Background: an optimization exercise with open tools, aiming at small area. Do not read the settings as production practice. In this exercise RTL edits were held to simulation tests only and were not proved equivalent to the original. Power is estimated from default activity; no workload was simulated.

## rev 12
// rs_alu
module rs_alu #(
    parameter int RS_SIZE = 4
) (
    input  logic                                in_clk,
    input  logic                                in_rst,
    input  logic                                in_flush,
    input  logic                                in_dispatch_valid,
    input  rs_alu_pkg::fu_op_t                  in_dispatch_fu_op,
    input  logic [rs_alu_pkg::GPR_SIZE-1:0]     in_dispatch_val_a,
    input  logic [rs_alu_pkg::GPR_SIZE-1:0]     in_dispatch_val_b,
    input  logic                                in_dispatch_a_ready,
    input  logic                                in_dispatch_b_ready,
    input  logic [rs_alu_pkg::ROB_IDX_SIZE-1:0] in_dispatch_a_rob_index,
    input  logic [rs_alu_pkg::ROB_IDX_SIZE-1:0] in_dispatch_b_rob_index,
    input  logic [rs_alu_pkg::ROB_IDX_SIZE-1:0] in_dispatch_dst_rob_index,
    input  logic                                in_dispatch_set_nzcv,
    input  rs_alu_pkg::nzcv_t                   in_dispatch_nzcv,
    input  logic                                in_dispatch_nzcv_ready,
    input  logic [rs_alu_pkg::ROB_IDX_SIZE-1:0] in_dispatch_nzcv_rob_index,
    output logic                                out_dispatch_ready,
    input  logic                                in_fu_done,
    input  logic [rs_alu_pkg::ROB_IDX_SIZE-1:0] in_fu_dst_rob_index,
    input  logic [rs_alu_pkg::GPR_SIZE-1:0]     in_fu_value,
    input  logic                                in_fu_set_nzcv,
    input  rs_alu_pkg::nzcv_t                   in_fu_nzcv,
    input  logic                                in_fu_alu_ready,
    output logic                                out_fu_alu_start,
    output rs_alu_pkg::fu_op_t                  out_fu_alu_fu_op,
    output logic [rs_alu_pkg::GPR_SIZE-1:0]     out_fu_alu_val_a,
    output logic [rs_alu_pkg::GPR_SIZE-1:0]     out_fu_alu_val_b,
    output logic [rs_alu_pkg::ROB_IDX_SIZE-1:0] out_fu_alu_dst_rob_index,
    output logic                                out_fu_alu_set_nzcv,
    output rs_alu_pkg::nzcv_t                   out_fu_alu_nzcv
);
    localparam int N  = RS_SIZE;
    localparam int TW = rs_alu_pkg::ROB_IDX_SIZE;
    localparam int GW = rs_alu_pkg::GPR_SIZE;
    logic                 kill;
    logic [N-1:0]         v;        
    logic [N-1:0]         rdy;      
    logic [N-1:0]         pick;     
    logic [N-1:0]         disp;     
  ...
For scale: ~600 flip-flops, roughly 380 I/O pins.
clock: 5.0 ns
lec_check: 0
cap_margin: 20
core_margin: 2
core_utilization: 40
place_density: 0.9
slew_margin: 20
standard.sh (not shown) runs the stock make flow with config.mk's settings and CLKGATE_MAP_FILE= SYNTH_SCRIPT=/design/flow/synth_recipe.tcl, a recipe that flattens the netlist after the stock synthesis.
==> flow/flow/run.sh <==
#!/bin/bash
# Standard ORFS layout, with three changes:
#  - synthesis maps logic with an area-oriented ABC script (flow/area.abc);
#    everything else in synthesis is the standard flow's own script, unchanged;
#  - ports are buffered with the smallest buffer;
#  - a lighter clock tree (no dummy loads, smaller buffers).
set -e
W=$PWD
cat > $W/area_synth.tcl <<EOT
proc abc {args} {
  set i [lsearch -exact \$args -script]
  if {\$i >= 0} { set args [lreplace \$args \$i [expr {\$i + 1}] -script $W/flow/area.abc] }
  yosys abc {*}\$args
}
source $W/synth_recipe.tcl
EOT
export BUFFER_PORTS_ARGS="-buffer_cell sky130_fd_sc_hd__buf_1"
export CTS_ARGS="-sink_clustering_enable -repair_clock_nets -dont_use_dummy_load -buf_list {sky130_fd_sc_hd__clkbuf_4 sky130_fd_sc_hd__clkbuf_8} -sink_clustering_size 16 -sink_clustering_max_diameter 80"
bash standard.sh SYNTH_SCRIPT=$W/area_synth.tcl finish > standard.log 2>&1
==> flow/flow/area.abc <==
strash
dch
amap
topo
Edits applied to the flow inputs when going from rev 12 to rev 13:
Settings: PLACE_DENSITY removed (was 0.9).
==> comparison <==
[compare] base=rev 12 new=rev 13: met3 track demand over resource in global routing down 1.4 points; non-clock buffer count up 17; critical path depth down 4; portion of the layout cell area used by clock cells flat; diode insertion count for antenna repair down 6. Summary of rev 13 over rev 12: first-pass detailed-route iteration total shrank by 1; clock distribution power held steady. There was hardly any difference in final cell count between rev 13 and rev 12. Taking rev 12 as the reference point, the met2 wire length of rev 13 rises by 13%. Rev 13 ended up with a higher total power draw than rev 12 did. The critical path start-end classification comes out primary input to register in one run and register to primary output in the other, namely in rev 12 and rev 13 respectively.

## separate check: timing with driven ports
No port has a modelled driver above. Below, the same layouts with a new extraction and two added sets of constraints.
Step 1 (the two cells are an assumption about what drives the block):
set clk [get_ports {in_clk}]
set_driving_cell -lib_cell sky130_fd_sc_hd__clkbuf_16 $clk
set_driving_cell -lib_cell sky130_fd_sc_hd__buf_2 [delete_from_list [all_inputs] $clk]
Step 2 times the ports against the registers' clock, not the clock port: input delays grow and output delays shrink by t, the midpoint of the rising clock arrivals with the driver on.
Three values: no drivers, after step 1, after step 2; two values: the first two.
| run | t (ns) | setup WS [ns] | worst hold slack (ns) | slew at the worst register clock pin (ns) | worst data-port slew with drivers (ns) |
|---|---|---|---|---|---|
| rev 12 | 0.677 | 0.912 / 0.947 / 0.270 | 0.440 / 0.440 / 0.440 | 0.12 / 0.12 | 0.11 |
| rev 13 | 0.714 | 0.720 / 0.660 / 0.904 | 0.435 / 0.435 / 0.435 | 0.11 / 0.11 | 0.12 |
After both steps every run listed still meets setup and hold. For rev 12, which loses most, drivers alone change the setup slack by +0.035 ns; drivers and shift together by -0.642 ns.
